From an optimization exercise on the open Yosys and OpenROAD flow, aimed at a short achievable clock period and few clock cycles per item; shortcuts taken in it are not production practice. Function was checked by simulation only, so behaviour that the tests miss may differ from the original. The flow treats the clock pin as an ideal source, which a real chip does not have. No activity file was given, so power comes from the tool's default toggle rates.

==> module xbus_filter, before the edit <==
module xbus_filter (
    input  logic        clk,
    input  logic        arst_n,
    input  logic [65:0] in_pkt,
    input  logic [7:0]  pad_value,
    output logic        vec_wr_en,
    output logic [15:0] vec_din,
    input  logic        vec_full,
    output logic        cache_full
);
    localparam int NB = 2;
    logic [NB*9-1:0] set_rdy;
    logic [NB*144-1:0] data;
    logic [NB-1:0]   release_bank;
    xbus_filter_cache #(.NB(NB)) xbus_filter_cache_inst (
        .clk          (clk),
        .arst_n       (arst_n),
        .in_pkt       (in_pkt),
        .pad_value    (pad_value),
        .release_bank (release_bank),
        .set_rdy      (set_rdy),
        .data         (data),
        .prog_full    (cache_full)
    );
    xbus_filter_exec #(.NB(NB)) xbus_filter_exec_inst (
        .clk          (clk),
        .arst_n       (arst_n),
        .set_rdy      (set_rdy),
        .data         (data),
        .release_bank (release_bank),
        .vec_wr_en    (vec_wr_en),
        .vec_din      (vec_din),
        .vec_full     (vec_full)
    );
endmodule
clock: 4.5 ns
lec_check: 0
cap_margin: 20
core_margin: 2
core_utilization: 65
setup_slack_margin: 3.0
slew_margin: 20
tns_end_percent: 100
standard.sh (not shown) runs the stock make flow with config.mk's settings and CLKGATE_MAP_FILE= SYNTH_SCRIPT=/design/flow/synth_recipe.tcl, a recipe that flattens the netlist after the stock synthesis.
==> flow/flow/run.sh <==
#!/bin/bash
# The standard layout, with four changes:
# - the port buffers are plain buffers (buf_4) rather than the delay buffers
#   ORFS picks by default,
# - the resizer may swap a cell for one of another footprint, so it can size
#   those port buffers,
# - clock tree synthesis clusters the flip-flops into groups of at most 20
#   within 60 um and balances buffer levels,
# - after clock tree synthesis, post_cts.tcl lets the clock port drive the
#   tree's four first-level buffers itself (no single root buffer).
set -euo pipefail
here=$(pwd)
bash standard.sh \
    "BUFFER_PORTS_ARGS=-buffer_cell sky130_fd_sc_hd__buf_4" \
    MATCH_CELL_FOOTPRINT=0 \
    "CTS_ARGS=-sink_clustering_enable -repair_clock_nets -sink_clustering_size 20 -sink_clustering_max_diameter 60 -balance_levels" \
    "POST_CTS_TCL=$here/flow/post_cts.tcl" \
    CLOCK_PORT_NAME=clk \
    finish > standard.log 2>&1
==> flow/flow/post_cts.tcl <==
# After clock tree synthesis: the clock port drives the tree's first level
# of buffers (four of them) itself, in place of the single root buffer CTS
# puts next to the port. The flip-flops still get the clock through two
# levels of buffers, balanced as CTS built them.
proc bypass_clock_root {port_name max_loads} {
  set block [ord::get_db_block]
  set bterm [$block findBTerm $port_name]
  set in_net [$bterm getNet]
  set loads [$in_net getITerms]
  if {[llength $loads] != 1} {
    puts "bypass_clock_root: port drives [llength $loads] pins, left as is"
    return
  }
  set root [[lindex $loads 0] getInst]
  set out_net ""
  foreach it [$root getITerms] {
    if {[$it isOutputSignal]} { set out_net [$it getNet] }
  }
  if {$out_net eq "" || $out_net eq "NULL"} {
    puts "bypass_clock_root: root has no output net, left as is"
    return
  }
  set sinks {}
  foreach it [$out_net getITerms] {
    if {[$it getInst] ne $root} { lappend sinks $it }
  }
  if {[llength $sinks] > $max_loads || [llength [$out_net getBTerms]] > 0} {
    puts "bypass_clock_root: root drives [llength $sinks] pins, left as is"
    return
  }
  puts "bypass_clock_root: removing [$root getName],\
    moving [llength $sinks] pins to [$in_net getName]"
  foreach it $sinks {
    $it disconnect
    $it connect $in_net
  }
  foreach it [$root getITerms] { catch { $it disconnect } }
  odb::dbInst_destroy $root
  odb::dbNet_destroy $out_net
}

bypass_clock_root $::env(CLOCK_PORT_NAME) 4
Testbench counts at the start, summed over its fixed seeds: cycles 3,908, windows 384.
Then changed:
--- a/flow/design.v
+++ b/flow/design.v
@@ -280,11 +280,11 @@
     output logic        vec_wr_en,
     output logic [15:0] vec_din,
     input  logic        vec_full,
     output logic        cache_full
 );
-    localparam int NB = 2;
+    localparam int NB = 3;
     logic [NB*9-1:0] set_rdy;
     logic [NB*144-1:0] data;
     logic [NB-1:0]   release_bank;
     xbus_filter_cache #(.NB(NB)) xbus_filter_cache_inst (
         .clk          (clk),
Setup slack loses 180 ps.
Sequential power rises by 27%.
Power grows by 27%.
Global-route usage came out higher by 6.3 points.
Routed wire length grows by 60%.
Register-to-register slack loses 250 ps.
Synthesized area came out higher by 28%.
Testbench counts after the change, summed over its fixed seeds: cycles 3,902, windows 384.

========
east:
Another version of the RTL of xbus_filter (not shown whole).
For scale: ~1700 cells after synthesis, roughly 470 flip-flops, about 95 I/O pins.
==> module xbus_filter_cache, before the edit <==
module xbus_filter_cache #(
    parameter int NB = 2
) (
    input  logic              clk,
    input  logic              arst_n,
    input  logic [65:0]       in_pkt,
    input  logic [7:0]        pad_value,
    input  logic [NB-1:0]     release_bank,
    output logic [NB*9-1:0]   set_rdy,
    output logic [NB*144-1:0] data,
    output logic              prog_full
);
    localparam int NK = 9;
    localparam int NS = NB * NK;
    localparam int Q = 4;
    localparam logic [1:0] TAG_HEAD = 2'd1;
    logic [80:0]   h_word1h;
    logic [17:0]   h_lane;
    logic [8:0]    h_inimg;
    logic [8:0]    inimg;
    logic          head_q;
    logic          in_vld;
    logic          in_head;
    logic          inwin;
    logic [3:0]    nbody;
    logic          at7;
    logic          at8;
    logic          na_busy;
    logic [NB-1:0] na;
    logic [NB-1:0] cb;
    logic [NB-1:0] busy;
    logic [8:0]    pk1h [0:NK-1];
    logic [1:0]    lane_r [0:NK-1];
    logic [15:0]   lane_vec [0:NK-1];
    logic [NS-1:0] fill;
    logic [NS-1:0] clear;
    xbus_filter_cmd_gen xbus_filter_cmd_gen_inst (
        .win_x  (in_pkt[15:0]),
        .win_y  (in_pkt[31:16]),
        .word1h (h_word1h),
        .lane   (h_lane),
        .inimg (h_inimg)
    );
    assign in_vld = in_pkt[65:64] != 2'd0;
    assign in_head = !inwin && in_pkt[65:64] == TAG_HEAD;
    assign at7 = inwin && nbody == 4'd7;
    assign at8 = inwin && nbody == 4'd8;
    assign na_busy = |(busy & na);
    always_ff @(posedge clk or negedge arst_n) begin
        if (!arst_n) begin
            inwin <= 1'b0;
            nbody <= '0;
            na <= NB'(1);
            cb <= '0;
            prog_full <= 1'b0;
            head_q <= 1'b0;
            for (int k = 0; k < NK; k++) begin
                pk1h[k] <= '0;
            end
        end else begin
            if (!inwin) begin
                for (int k = 0; k < NK; k++) begin
                    pk1h[k] <= h_word1h[k*9 +: 9];
                end
            end else if (in_vld) begin
                for (int k = 0; k < NK; k++) begin
                    pk1h[k] <= pk1h[k] >> 1;
                end
            end
            head_q <= in_head;
            if (in_head) begin
                inwin <= 1'b1;
                nbody <= '0;
                na <= {na[NB-2:0], na[NB-1]};
                cb <= na;
            end else if (inwin && in_vld) begin
                nbody <= nbody + 4'd1;
                if (at8) inwin <= 1'b0;
            end
            prog_full <= na_busy
                && ((!inwin && !in_head) || at8 || (at7 && in_vld));
        end
    end
    always_ff @(posedge clk) begin
        if (!inwin) begin
            for (int k = 0; k < NK; k++) begin
                lane_r[k] <= h_lane[k*2 +: 2];
            end
            inimg <= h_inimg;
        end
    end
    always_comb begin
        for (int k = 0; k < NK; k++) begin
            lane_vec[k] = {in_pkt[(Q + lane_r[k]) * 8 +: 8], in_pkt[lane_r[k] * 8 +: 8]};
        end
        for (int b = 0; b < NB; b++) begin
            for (int k = 0; k < NK; k++) begin
                fill[b*NK+k] = inwin ? (cb[b] && inimg[k] && pk1h[k][0])
                                     : (na[b] && !busy[b]);
                set_rdy[b*NK+k] = cb[b] && (inimg[k] ? (inwin && in_vld && pk1h[k][0])
                                                      : head_q);
            end
        end
    end
    always_ff @(posedge clk) begin
        for (int i = 0; i < NS; i++) begin
            if (fill[i]) begin
                data[i*16 +: 16] <= inwin ? lane_vec[i % NK] : {pad_value, pad_value};
            end
        end
    end
    always_ff @(posedge clk or negedge arst_n) begin
        if (!arst_n) begin
            busy <= '0;
        end else begin
            for (int b = 0; b < NB; b++) begin
                if (in_head && na[b]) begin
                    busy[b] <= 1'b1;
                end else if (release_bank[b]) begin
                    busy[b] <= 1'b0;
                end
            end
        end
    end
endmodule
clock: 4.5 ns
lec_check: 0
cap_margin: 20
core_margin: 2
core_utilization: 55
setup_slack_margin: 2.8
slew_margin: 20
tns_end_percent: 20
==> flow/flow/run.sh <==
#!/bin/bash
# The standard layout, with clock tree synthesis clustering the flip-flops
# into groups of at most 20 within 60 um and balancing buffer levels.
set -euo pipefail
bash standard.sh \
    "CTS_ARGS=-sink_clustering_enable -repair_clock_nets -sink_clustering_size 20 -sink_clustering_max_diameter 60 -balance_levels" \
    finish > standard.log 2>&1
Testbench counts of east, summed over its fixed seeds: cycles 3,894, windows 384.
Setup changes, east to west
--- a/flow/design.v
+++ b/flow/design.v
@@ -52,11 +52,10 @@
         if (!arst_n) begin
             inwin <= 1'b0;
             nbody <= '0;
             na <= NB'(1);
             cb <= '0;
-            prog_full <= 1'b0;
             head_q <= 1'b0;
             for (int k = 0; k < NK; k++) begin
                 pk1h[k] <= '0;
             end
         end else begin
@@ -77,13 +76,14 @@
                 cb <= na;
             end else if (inwin && in_vld) begin
                 nbody <= nbody + 4'd1;
                 if (at8) inwin <= 1'b0;
             end
-            prog_full <= na_busy
-                && ((!inwin && !in_head) || at8 || (at7 && in_vld));
-        end
+        end
+    end
+    always_ff @(posedge clk) begin
+        prog_full <= na_busy && ((!inwin && !in_head) || at8 || (at7 && in_vld));
     end
     always_ff @(posedge clk) begin
         if (!inwin) begin
             for (int k = 0; k < NK; k++) begin
                 lane_r[k] <= h_lane[k*2 +: 2];
Findings:
east has a higher number of non-clock inverters than west. [diff] worst setup slack, west relative to east: improvement. west ended up with fewer standard cells than east. east and west ended up with roughly the same worst hold slack. Between west and east, the mean post-synth cell area figures differ only marginally. Looking at fraction of synthesized area in multiplexers, west sits 1.4 points above east. Compared with east, west shows layout buffer count excluding clock buffers lower by 5.7%. Delta (west minus east): internal power climbed 6.8%; area after synthesis dropped 0.32%; detail-routed net length per standard cell climbed 3.0%. west vs. east: sequential share of layout area went up by 0.27 points.
Testbench counts of west, summed over its fixed seeds: cycles 3,894, windows 384.

## port drivers added, routing unchanged
In the flow no input, the clock included, has a driving cell. The finished layouts below were timed again as built, in two steps. Step 1 assumes that a clkbuf_16 drives the clock port and a buf_2 every other input. Step 2 times the ports against the registers' clock, not the clock port: input delays grow and output delays shrink by t, the midpoint of the rising clock arrivals with the driver on. Slacks: no drivers / after step 1 / after step 2; pairs: no drivers / after step 1.
run	t (ns)	setup slack, ns	hold slack, ns
the first run of note 1	0.491	2.731 / 2.610 / 2.386	0.444 / 0.383 / 0.488
the second run of note 1	0.563	2.555 / 2.506 / 2.314	0.417 / 0.340 / 0.486
east	0.624	2.526 / 2.469 / 1.978	0.459 / 0.440 / 0.484
west	0.619	2.534 / 2.495 / 2.002	0.459 / 0.443 / 0.484
After both steps setup and hold are still met in every run listed. The setup slack of east, which loses most, moves by -0.057 ns with the drivers and by -0.548 ns with both steps.
